Context: an optimization exercise on an open-source flow, tuned for small area, a short achievable clock period and few clock cycles per item. The choices shown serve that exercise and are no tape-out recipe.
Only simulation tests tie the RTL to the original design; equivalence was not proved.
Power and IR drop assume default switching activity.

==> inputs of v6 <==
// image_moments_by_projections
module image_moments_by_projections #(
  parameter int unsigned MAX_WIDTH  = DEF_MAX_WIDTH,
  parameter int unsigned MAX_HEIGHT = DEF_MAX_HEIGHT,
  parameter int unsigned PIXEL_BITS = DEF_PIXEL_BITS
) (
  input  logic                     clk_i,
  input  logic                     rst_ni,
  input  logic                     start,
  output logic                     busy,
  input  logic [PIX_PORT_BITS-1:0] pixel_i,
  input  logic                     cfg_we_i,
  input  logic [CFG_IDX_BITS-1:0]  cfg_idx_i,
  input  logic [CFG_BITS-1:0]      cfg_wdata_i,
  output logic                     valid_o,
  output logic [W_M00-1:0]         m00_o,
  output logic [W_M1-1:0]          m10_o,
  output logic [W_M1-1:0]          m01_o,
  output logic [W_M2-1:0]          m20_o,
  output logic [W_M11-1:0]         m11_o,
  output logic [W_M2-1:0]          m02_o,
  output logic [W_M3-1:0]          m30_o,
  output logic [W_M3-1:0]          m21_o,
  output logic [W_M3-1:0]          m12_o,
  output logic [W_M3-1:0]          m03_o
);
Settings: LEC_CHECK=0, CAP_MARGIN=20, CORE_MARGIN=2, CORE_UTILIZATION=40, PLACE_DENSITY=0.6, SLEW_MARGIN=20; clock period 10.0 ns.
run.sh (not shown) runs the stock make flow with config.mk's settings and CLKGATE_MAP_FILE= SYNTH_SCRIPT=/design/flow/synth_recipe.tcl, a recipe that flattens the netlist after the stock synthesis.
==> v17: changes against v6 <==
--- a/flow/design.v
+++ b/flow/design.v
@@ -68,16 +68,87 @@
     end else if (i != W - 1) begin : g_cout
       always_ff @(posedge clk_i) cq[i/K] <= (x[i] & op[i]) | (c[i] & (x[i] ^ op[i]));
     end
   end
   always_ff @(posedge clk_i) s_q <= sum;
 endmodule
 `default_nettype wire
 `default_nettype none
+module imbp_dca3 #(
+  parameter int unsigned W = 56,
+  parameter int unsigned K = 8
+) (
+  input  logic         clk_i,
+  input  logic         clr,
+  input  logic [W-1:0] a,
+  input  logic [W-1:0] b,
+  output logic [W-1:0] s_q
+);
+  localparam int unsigned N = (W + K - 1) / K;
+  logic [W-1:0] x, ss, cc, sum;
+  logic [W:0]   c;
+  logic [N-1:0] cq;
+  assign x  = clr ? '0 : s_q;
+  assign ss = x ^ a ^ b;
+  assign cc = {(x[W-2:0] & a[W-2:0]) | (x[W-2:0] & b[W-2:0]) | (a[W-2:0] & b[W-2:0]), 1'b0};
+  for (genvar i = 0; i < W; i++) begin : g_bit
+    if (i % K == 0) begin : g_cin
+      if (i == 0) begin : g_lsb
+        assign c[i] = 1'b0;
+      end else begin : g_chunk
+        assign c[i] = cq[i/K - 1] & ~clr;
+      end
+    end
+    assign sum[i] = ss[i] ^ cc[i] ^ c[i];
+    if ((i + 1) % K != 0 && i != W - 1) begin : g_ripple
+      assign c[i+1] = (ss[i] & cc[i]) | (c[i] & (ss[i] ^ cc[i]));
+    end else if (i != W - 1) begin : g_cout
+      always_ff @(posedge clk_i) cq[i/K] <= (ss[i] & cc[i]) | (c[i] & (ss[i] ^ cc[i]));
+    end
+  end
+  always_ff @(posedge clk_i) s_q <= sum;
+endmodule
+`default_nettype wire
+`default_nettype none
+module imbp_ppcsa #(
+  parameter int unsigned XW = 30
+) (
+  input  logic [7:0]      p,
+  input  logic [XW-1:0]   x,
+  output logic [XW+7:0]   s,
+  output logic [XW+7:0]   c
+);
+  localparam int unsigned PW = XW + 8;
+  logic [PW-1:0] r [8];
+  function automatic logic [PW-1:0] csa_s(input logic [PW-1:0] a, input logic [PW-1:0] b, input logic [PW-1:0] d);
+    csa_s = a ^ b ^ d;
+  endfunction
+  function automatic logic [PW-1:0] csa_c(input logic [PW-1:0] a, input logic [PW-1:0] b, input logic [PW-1:0] d);
+    csa_c = ((a & b) | (a & d) | (b & d)) << 1;
+  endfunction
+  for (genvar i = 0; i < 8; i++) begin : g_row
+    assign r[i] = p[i] ? (PW'(x) << i) : '0;
+  end
+  logic [PW-1:0] a1, b1, a2, b2, a3, b3, a4, b4, a5, b5;
+  assign a1 = csa_s(r[0], r[1], r[2]);
+  assign b1 = csa_c(r[0], r[1], r[2]);
+  assign a2 = csa_s(r[3], r[4], r[5]);
+  assign b2 = csa_c(r[3], r[4], r[5]);
+  assign a3 = csa_s(a1, b1, a2);
+  assign b3 = csa_c(a1, b1, a2);
+  assign a4 = csa_s(b2, r[6], r[7]);
+  assign b4 = csa_c(b2, r[6], r[7]);
+  assign a5 = csa_s(a3, b3, a4);
+  assign b5 = csa_c(a3, b3, a4);
+  assign s  = csa_s(a5, b5, b4);
+  assign c  = csa_c(a5, b5, b4);
+endmodule
+`default_nettype wire
+`default_nettype none
 import imbp_pkg::*;
 module image_moments_by_projections #(
   parameter int unsigned MAX_WIDTH  = DEF_MAX_WIDTH,
   parameter int unsigned MAX_HEIGHT = DEF_MAX_HEIGHT,
   parameter int unsigned PIXEL_BITS = DEF_PIXEL_BITS
 ) (
   input  logic                     clk_i,
   input  logic                     rst_ni,
@@ -94,17 +165,17 @@
   output logic [W_M2-1:0]          m20_o,
   output logic [W_M11-1:0]         m11_o,
   output logic [W_M2-1:0]          m02_o,
   output logic [W_M3-1:0]          m30_o,
   output logic [W_M3-1:0]          m21_o,
   output logic [W_M3-1:0]          m12_o,
   output logic [W_M3-1:0]          m03_o
 );
-  localparam int unsigned CK    = 8;                         
+  localparam int unsigned CK    = 6;                         
   localparam int unsigned FLUSH = (W_M3 + CK - 1) / CK - 1;  
   function automatic logic [9:0] eff_m1(input logic [10:0] v);
     if (v == 11'd0)            eff_m1 = 10'd0;
     else if (v >= 11'd1024)    eff_m1 = 10'd1023;
     else                       eff_m1 = 10'(v - 11'd1);
   endfunction
   logic [9:0] wm1_q, hm1_q;
   logic       cfg_hit;
@@ -188,88 +259,100 @@
     s1_y0 <= s0_y0;
     s2_y0 <= s1_y0;
     s3_y0 <= s2_y0;
   end
   logic [9:0]  x1_q;
   logic [19:0] x2_q;
   logic [29:0] x3_q;
   logic [21:0] xd_q;
+  logic [12:0] xe_q;
   always_ff @(posedge clk_i) begin
     if (s0_v) begin
       if (s0_rf) begin
         x1_q <= '0;
         x2_q <= '0;
         x3_q <= '0;
         xd_q <= 22'd1;
+        xe_q <= 13'd6;
       end else begin
         x1_q <= x1_q + 10'd1;
         x2_q <= x2_q + {9'd0, x1_q, 1'b1};
         x3_q <= x3_q + 30'(xd_q);
-        xd_q <= xd_q + 22'({x1_q, 2'b00}) + 22'({x1_q, 1'b0}) + 22'd6;
+        xd_q <= xd_q + 22'(xe_q);
+        xe_q <= xe_q + 13'd6;
       end
     end
   end
   logic [7:0]  p0_q;
-  logic [17:0] p1_q;
-  logic [27:0] p2_q;
-  logic [37:0] p3_q;
+  logic [17:0] p1s, p1c, p1s_q, p1c_q;
+  logic [27:0] p2s, p2c, p2s_q, p2c_q;
+  logic [37:0] p3s, p3c, p3s_q, p3c_q;
+  imbp_ppcsa #(.XW(10)) u_m1 (.p(s1_p), .x(x1_q), .s(p1s), .c(p1c));
+  imbp_ppcsa #(.XW(20)) u_m2 (.p(s1_p), .x(x2_q), .s(p2s), .c(p2c));
+  imbp_ppcsa #(.XW(30)) u_m3 (.p(s1_p), .x(x3_q), .s(p3s), .c(p3c));
   always_ff @(posedge clk_i) begin
-    p0_q <= s1_p;
-    p1_q <= 18'(s1_p) * 18'(x1_q);
-    p2_q <= 28'(s1_p) * 28'(x2_q);
-    p3_q <= 38'(s1_p) * 38'(x3_q);
+    p0_q  <= s1_p;
+    p1s_q <= p1s;
+    p1c_q <= p1c;
+    p2s_q <= p2s;
+    p2c_q <= p2c;
+    p3s_q <= p3s;
+    p3c_q <= p3c;
   end
   logic [17:0] r0_q;
   logic [27:0] r1_q;
   logic [36:0] r2_q;
   logic [W_M00-1:0] b00_q;
   logic [W_M1-1:0]  b10_q;
   logic [W_M2-1:0]  b20_q;
   logic [W_M3-1:0]  b30_q;
   logic s2_ff;
   assign s2_ff = s2_rf && s2_y0;
   always_ff @(posedge clk_i) begin
     r0_q <= (s2_rf ? 18'd0 : r0_q) + 18'(p0_q);
-    r1_q <= (s2_rf ? 28'd0 : r1_q) + 28'(p1_q);
-    r2_q <= (s2_rf ? 37'd0 : r2_q) + 37'(p2_q);
+    r1_q <= (s2_rf ? 28'd0 : r1_q) + 28'(p1s_q) + 28'(p1c_q);
+    r2_q <= (s2_rf ? 37'd0 : r2_q) + 37'(p2s_q) + 37'(p2c_q);
   end
-  imbp_dca #(.W(W_M00), .K(CK)) u_b00 (.clk_i, .clr(s2_ff), .op(W_M00'(p0_q)), .s_q(b00_q));
-  imbp_dca #(.W(W_M1),  .K(CK)) u_b10 (.clk_i, .clr(s2_ff), .op(W_M1'(p1_q)),  .s_q(b10_q));
-  imbp_dca #(.W(W_M2),  .K(CK)) u_b20 (.clk_i, .clr(s2_ff), .op(W_M2'(p2_q)),  .s_q(b20_q));
-  imbp_dca #(.W(W_M3),  .K(CK)) u_b30 (.clk_i, .clr(s2_ff), .op(W_M3'(p3_q)),  .s_q(b30_q));
+  imbp_dca  #(.W(W_M00), .K(CK)) u_b00 (.clk_i, .clr(s2_ff), .op(W_M00'(p0_q)), .s_q(b00_q));
+  imbp_dca3 #(.W(W_M1),  .K(CK)) u_b10 (.clk_i, .clr(s2_ff), .a(W_M1'(p1s_q)), .b(W_M1'(p1c_q)), .s_q(b10_q));
+  imbp_dca3 #(.W(W_M2),  .K(CK)) u_b20 (.clk_i, .clr(s2_ff), .a(W_M2'(p2s_q)), .b(W_M2'(p2c_q)), .s_q(b20_q));
+  imbp_dca3 #(.W(W_M3),  .K(CK)) u_b30 (.clk_i, .clr(s2_ff), .a(W_M3'(p3s_q)), .b(W_M3'(p3c_q)), .s_q(b30_q));
   logic        load;
   logic [5:0]  rem_q, rem_d;        
   logic [5:0]  c_q;                 
   logic        e1_q, e2_q, e3_q;    
   logic        clr_q, qfl_q;
   logic        b1_n, b2_n, b3_n;
   logic [46:0] q0_q;
   logic [46:0] q1_q;
   logic [45:0] q2_q;
   logic [9:0]  y1_q, y1_n;
   logic [19:0] y2_q, y2_n;
   logic [29:0] y3_q, y3_n;
   logic [21:0] yd_q, yd_n;
+  logic [12:0] ye_q, ye_n;
   logic [5:0]  steps_n;
   logic        act, last_step;
   assign load      = s3_rl;
   assign act       = (rem_q != 6'd0);
   assign last_step = (rem_q == 6'd1);
   always_comb begin
     if (s3_y0) begin
       y1_n = '0;
       y2_n = '0;
       y3_n = '0;
       yd_n = 22'd1;
+      ye_n = 13'd6;
     end else begin
       y1_n = y1_q + 10'd1;
       y2_n = y2_q + {9'd0, y1_q, 1'b1};
       y3_n = y3_q + 30'(yd_q);
-      yd_n = yd_q + 22'({y1_q, 2'b00}) + 22'({y1_q, 1'b0}) + 22'd6;
+      yd_n = yd_q + 22'(ye_q);
+      ye_n = ye_q + 13'd6;
     end
   end
   function automatic logic [5:0] nsteps(input logic [9:0] y);
     nsteps = 6'd1;
     for (int i = 0; i < 10; i++) if (y[i]) nsteps = 6'(3 * (i + 1));
   endfunction
   assign steps_n = nsteps(y1_n) + (s3_fl ? 6'(FLUSH) : 6'd0);
   always_comb begin
@@ -306,16 +389,17 @@
     end
   end
   always_ff @(posedge clk_i) begin
     if (load) begin
       y1_q  <= y1_n;
       y2_q  <= y2_n;
       y3_q  <= y3_n;
       yd_q  <= yd_n;
+      ye_q  <= ye_n;
       q0_q  <= 47'(r0_q);
       q1_q  <= 47'(r1_q);
       q2_q  <= 46'(r2_q);
       c_q   <= 6'd0;
       qfl_q <= s3_fl;
     end else begin
       q0_q  <= {q0_q[45:0], 1'b0};
       q1_q  <= {q1_q[45:0], 1'b0};
Settings changed: SETUP_SLACK_MARGIN from default to 5.
==> v28: changes against v6 <==
--- a/flow/design.v
+++ b/flow/design.v
@@ -68,16 +68,87 @@
     end else if (i != W - 1) begin : g_cout
       always_ff @(posedge clk_i) cq[i/K] <= (x[i] & op[i]) | (c[i] & (x[i] ^ op[i]));
     end
   end
   always_ff @(posedge clk_i) s_q <= sum;
 endmodule
 `default_nettype wire
 `default_nettype none
+module imbp_dca3 #(
+  parameter int unsigned W = 56,
+  parameter int unsigned K = 8
+) (
+  input  logic         clk_i,
+  input  logic         clr,
+  input  logic [W-1:0] a,
+  input  logic [W-1:0] b,
+  output logic [W-1:0] s_q
+);
+  localparam int unsigned N = (W + K - 1) / K;
+  logic [W-1:0] x, ss, cc, sum;
+  logic [W:0]   c;
+  logic [N-1:0] cq;
+  assign x  = clr ? '0 : s_q;
+  assign ss = x ^ a ^ b;
+  assign cc = {(x[W-2:0] & a[W-2:0]) | (x[W-2:0] & b[W-2:0]) | (a[W-2:0] & b[W-2:0]), 1'b0};
+  for (genvar i = 0; i < W; i++) begin : g_bit
+    if (i % K == 0) begin : g_cin
+      if (i == 0) begin : g_lsb
+        assign c[i] = 1'b0;
+      end else begin : g_chunk
+        assign c[i] = cq[i/K - 1] & ~clr;
+      end
+    end
+    assign sum[i] = ss[i] ^ cc[i] ^ c[i];
+    if ((i + 1) % K != 0 && i != W - 1) begin : g_ripple
+      assign c[i+1] = (ss[i] & cc[i]) | (c[i] & (ss[i] ^ cc[i]));
+    end else if (i != W - 1) begin : g_cout
+      always_ff @(posedge clk_i) cq[i/K] <= (ss[i] & cc[i]) | (c[i] & (ss[i] ^ cc[i]));
+    end
+  end
+  always_ff @(posedge clk_i) s_q <= sum;
+endmodule
+`default_nettype wire
+`default_nettype none
+module imbp_ppcsa #(
+  parameter int unsigned XW = 30
+) (
+  input  logic [7:0]      p,
+  input  logic [XW-1:0]   x,
+  output logic [XW+7:0]   s,
+  output logic [XW+7:0]   c
+);
+  localparam int unsigned PW = XW + 8;
+  logic [PW-1:0] r [8];
+  function automatic logic [PW-1:0] csa_s(input logic [PW-1:0] a, input logic [PW-1:0] b, input logic [PW-1:0] d);
+    csa_s = a ^ b ^ d;
+  endfunction
+  function automatic logic [PW-1:0] csa_c(input logic [PW-1:0] a, input logic [PW-1:0] b, input logic [PW-1:0] d);
+    csa_c = ((a & b) | (a & d) | (b & d)) << 1;
+  endfunction
+  for (genvar i = 0; i < 8; i++) begin : g_row
+    assign r[i] = p[i] ? (PW'(x) << i) : '0;
+  end
+  logic [PW-1:0] a1, b1, a2, b2, a3, b3, a4, b4, a5, b5;
+  assign a1 = csa_s(r[0], r[1], r[2]);
+  assign b1 = csa_c(r[0], r[1], r[2]);
+  assign a2 = csa_s(r[3], r[4], r[5]);
+  assign b2 = csa_c(r[3], r[4], r[5]);
+  assign a3 = csa_s(a1, b1, a2);
+  assign b3 = csa_c(a1, b1, a2);
+  assign a4 = csa_s(b2, r[6], r[7]);
+  assign b4 = csa_c(b2, r[6], r[7]);
+  assign a5 = csa_s(a3, b3, a4);
+  assign b5 = csa_c(a3, b3, a4);
+  assign s  = csa_s(a5, b5, b4);
+  assign c  = csa_c(a5, b5, b4);
+endmodule
+`default_nettype wire
+`default_nettype none
 import imbp_pkg::*;
 module image_moments_by_projections #(
   parameter int unsigned MAX_WIDTH  = DEF_MAX_WIDTH,
   parameter int unsigned MAX_HEIGHT = DEF_MAX_HEIGHT,
   parameter int unsigned PIXEL_BITS = DEF_PIXEL_BITS
 ) (
   input  logic                     clk_i,
   input  logic                     rst_ni,
@@ -94,17 +165,17 @@
   output logic [W_M2-1:0]          m20_o,
   output logic [W_M11-1:0]         m11_o,
   output logic [W_M2-1:0]          m02_o,
   output logic [W_M3-1:0]          m30_o,
   output logic [W_M3-1:0]          m21_o,
   output logic [W_M3-1:0]          m12_o,
   output logic [W_M3-1:0]          m03_o
 );
-  localparam int unsigned CK    = 8;                         
+  localparam int unsigned CK    = 6;                         
   localparam int unsigned FLUSH = (W_M3 + CK - 1) / CK - 1;  
   function automatic logic [9:0] eff_m1(input logic [10:0] v);
     if (v == 11'd0)            eff_m1 = 10'd0;
     else if (v >= 11'd1024)    eff_m1 = 10'd1023;
     else                       eff_m1 = 10'(v - 11'd1);
   endfunction
   logic [9:0] wm1_q, hm1_q;
   logic       cfg_hit;
@@ -188,88 +259,100 @@
     s1_y0 <= s0_y0;
     s2_y0 <= s1_y0;
     s3_y0 <= s2_y0;
   end
   logic [9:0]  x1_q;
   logic [19:0] x2_q;
   logic [29:0] x3_q;
   logic [21:0] xd_q;
+  logic [12:0] xe_q;
   always_ff @(posedge clk_i) begin
     if (s0_v) begin
       if (s0_rf) begin
         x1_q <= '0;
         x2_q <= '0;
         x3_q <= '0;
         xd_q <= 22'd1;
+        xe_q <= 13'd6;
       end else begin
         x1_q <= x1_q + 10'd1;
         x2_q <= x2_q + {9'd0, x1_q, 1'b1};
         x3_q <= x3_q + 30'(xd_q);
-        xd_q <= xd_q + 22'({x1_q, 2'b00}) + 22'({x1_q, 1'b0}) + 22'd6;
+        xd_q <= xd_q + 22'(xe_q);
+        xe_q <= xe_q + 13'd6;
       end
     end
   end
   logic [7:0]  p0_q;
-  logic [17:0] p1_q;
-  logic [27:0] p2_q;
-  logic [37:0] p3_q;
+  logic [17:0] p1s, p1c, p1s_q, p1c_q;
+  logic [27:0] p2s, p2c, p2s_q, p2c_q;
+  logic [37:0] p3s, p3c, p3s_q, p3c_q;
+  imbp_ppcsa #(.XW(10)) u_m1 (.p(s1_p), .x(x1_q), .s(p1s), .c(p1c));
+  imbp_ppcsa #(.XW(20)) u_m2 (.p(s1_p), .x(x2_q), .s(p2s), .c(p2c));
+  imbp_ppcsa #(.XW(30)) u_m3 (.p(s1_p), .x(x3_q), .s(p3s), .c(p3c));
   always_ff @(posedge clk_i) begin
-    p0_q <= s1_p;
-    p1_q <= 18'(s1_p) * 18'(x1_q);
-    p2_q <= 28'(s1_p) * 28'(x2_q);
-    p3_q <= 38'(s1_p) * 38'(x3_q);
+    p0_q  <= s1_p;
+    p1s_q <= p1s;
+    p1c_q <= p1c;
+    p2s_q <= p2s;
+    p2c_q <= p2c;
+    p3s_q <= p3s;
+    p3c_q <= p3c;
   end
   logic [17:0] r0_q;
   logic [27:0] r1_q;
   logic [36:0] r2_q;
   logic [W_M00-1:0] b00_q;
   logic [W_M1-1:0]  b10_q;
   logic [W_M2-1:0]  b20_q;
   logic [W_M3-1:0]  b30_q;
   logic s2_ff;
   assign s2_ff = s2_rf && s2_y0;
   always_ff @(posedge clk_i) begin
     r0_q <= (s2_rf ? 18'd0 : r0_q) + 18'(p0_q);
-    r1_q <= (s2_rf ? 28'd0 : r1_q) + 28'(p1_q);
-    r2_q <= (s2_rf ? 37'd0 : r2_q) + 37'(p2_q);
+    r1_q <= (s2_rf ? 28'd0 : r1_q) + 28'(p1s_q) + 28'(p1c_q);
+    r2_q <= (s2_rf ? 37'd0 : r2_q) + 37'(p2s_q) + 37'(p2c_q);
   end
-  imbp_dca #(.W(W_M00), .K(CK)) u_b00 (.clk_i, .clr(s2_ff), .op(W_M00'(p0_q)), .s_q(b00_q));
-  imbp_dca #(.W(W_M1),  .K(CK)) u_b10 (.clk_i, .clr(s2_ff), .op(W_M1'(p1_q)),  .s_q(b10_q));
-  imbp_dca #(.W(W_M2),  .K(CK)) u_b20 (.clk_i, .clr(s2_ff), .op(W_M2'(p2_q)),  .s_q(b20_q));
-  imbp_dca #(.W(W_M3),  .K(CK)) u_b30 (.clk_i, .clr(s2_ff), .op(W_M3'(p3_q)),  .s_q(b30_q));
+  imbp_dca  #(.W(W_M00), .K(CK)) u_b00 (.clk_i, .clr(s2_ff), .op(W_M00'(p0_q)), .s_q(b00_q));
+  imbp_dca3 #(.W(W_M1),  .K(CK)) u_b10 (.clk_i, .clr(s2_ff), .a(W_M1'(p1s_q)), .b(W_M1'(p1c_q)), .s_q(b10_q));
+  imbp_dca3 #(.W(W_M2),  .K(CK)) u_b20 (.clk_i, .clr(s2_ff), .a(W_M2'(p2s_q)), .b(W_M2'(p2c_q)), .s_q(b20_q));
+  imbp_dca3 #(.W(W_M3),  .K(CK)) u_b30 (.clk_i, .clr(s2_ff), .a(W_M3'(p3s_q)), .b(W_M3'(p3c_q)), .s_q(b30_q));
   logic        load;
   logic [5:0]  rem_q, rem_d;        
   logic [5:0]  c_q;                 
   logic        e1_q, e2_q, e3_q;    
   logic        clr_q, qfl_q;
   logic        b1_n, b2_n, b3_n;
   logic [46:0] q0_q;
   logic [46:0] q1_q;
   logic [45:0] q2_q;
   logic [9:0]  y1_q, y1_n;
   logic [19:0] y2_q, y2_n;
   logic [29:0] y3_q, y3_n;
   logic [21:0] yd_q, yd_n;
+  logic [12:0] ye_q, ye_n;
   logic [5:0]  steps_n;
   logic        act, last_step;
   assign load      = s3_rl;
   assign act       = (rem_q != 6'd0);
   assign last_step = (rem_q == 6'd1);
   always_comb begin
     if (s3_y0) begin
       y1_n = '0;
       y2_n = '0;
       y3_n = '0;
       yd_n = 22'd1;
+      ye_n = 13'd6;
     end else begin
       y1_n = y1_q + 10'd1;
       y2_n = y2_q + {9'd0, y1_q, 1'b1};
       y3_n = y3_q + 30'(yd_q);
-      yd_n = yd_q + 22'({y1_q, 2'b00}) + 22'({y1_q, 1'b0}) + 22'd6;
+      yd_n = yd_q + 22'(ye_q);
+      ye_n = ye_q + 13'd6;
     end
   end
   function automatic logic [5:0] nsteps(input logic [9:0] y);
     nsteps = 6'd1;
     for (int i = 0; i < 10; i++) if (y[i]) nsteps = 6'(3 * (i + 1));
   endfunction
   assign steps_n = nsteps(y1_n) + (s3_fl ? 6'(FLUSH) : 6'd0);
   always_comb begin
@@ -306,16 +389,17 @@
     end
   end
   always_ff @(posedge clk_i) begin
     if (load) begin
       y1_q  <= y1_n;
       y2_q  <= y2_n;
       y3_q  <= y3_n;
       yd_q  <= yd_n;
+      ye_q  <= ye_n;
       q0_q  <= 47'(r0_q);
       q1_q  <= 47'(r1_q);
       q2_q  <= 46'(r2_q);
       c_q   <= 6'd0;
       qfl_q <= s3_fl;
     end else begin
       q0_q  <= {q0_q[45:0], 1'b0};
       q1_q  <= {q1_q[45:0], 1'b0};
==> summary of the runs <==
- v17 passed the timing, design-rule and antenna checks. v6 finished with timing, DRC and antenna clean. v28 ran to the end with no violations.
- Final area: v17 > v28 > v6.
- Area after synthesis: v17 is higher than v6 (2.8%).
- In v28 the critical path depth is lower than in v6, by 3.
- Register-to-register slack, highest first: v17, v28, v6.
- Fmax, highest first: v17, v28, v6.
- Via count, highest first: v6, v17, v28.
==> figures <==
metric	v28	v6	v17
Number of cell instances on the worst register-to-register path	12	15	12
Worst reg2reg setup slack	4.57 ns	4.04 ns	5.26 ns
Status	no timing/DRC/antenna violations	no timing/DRC/antenna violations	no timing/DRC/antenna violations
Flip-flop and latch area	0.0262 mm²	0.0237 mm²	0.0262 mm²
Routed len/inst	17.3 µm	17.2 µm	17.4 µm
Layout-to-synthesis area ratio	1.173x	1.170x	1.174x
Portion of synthesized cell area occupied by the leading cell type	0.276	0.257	0.276
Number of non-clock inverters	773	692	773
Flip-flop and latch share of the layout cell area	0.325	0.303	0.325
Final nets	7949	7994	7951
Effective utilization at floorplan	0.401	0.401	0.401
Fraction of power consumed by sequential logic	0.342	0.322	0.341
Internal power of the cells	0.0146 W	0.0136 W	0.0146 W
Testbench counts of v6, summed over its fixed seeds: cycles 40,070, pixels 39,465.
Testbench counts of v17, summed over its fixed seeds: cycles 40,142, pixels 39,465.
Testbench counts of v28, summed over its fixed seeds: cycles 40,142, pixels 39,465.

==> port drivers added, routing unchanged <==
In the flow no input, the clock included, has a driving cell. The finished layouts below were timed again as built, in two steps. Step 1 sets driving cells, clkbuf_16 on the clock port and buf_2 on the other inputs (assumed; they add their load-dependent delay and slew). Step 2 times the ports against the registers' clock, not the clock port: input delays grow and output delays shrink by t, the midpoint of the rising clock arrivals with the driver on. Three values: ideal ports, drivers, drivers and shift; two values: the first two.
run	t (ns)	slack for setup (ns)	clock arrival spread, ns	cell pins on the clock port's net
v6	0.843	4.043 / 4.043 / 4.043	0.036 / 0.036	1
v17	0.859	5.258 / 5.258 / 5.258	0.025 / 0.025	1
v28	0.859	4.566 / 4.566 / 4.566	0.024 / 0.025	1
After both steps setup and hold are still met in every run listed.
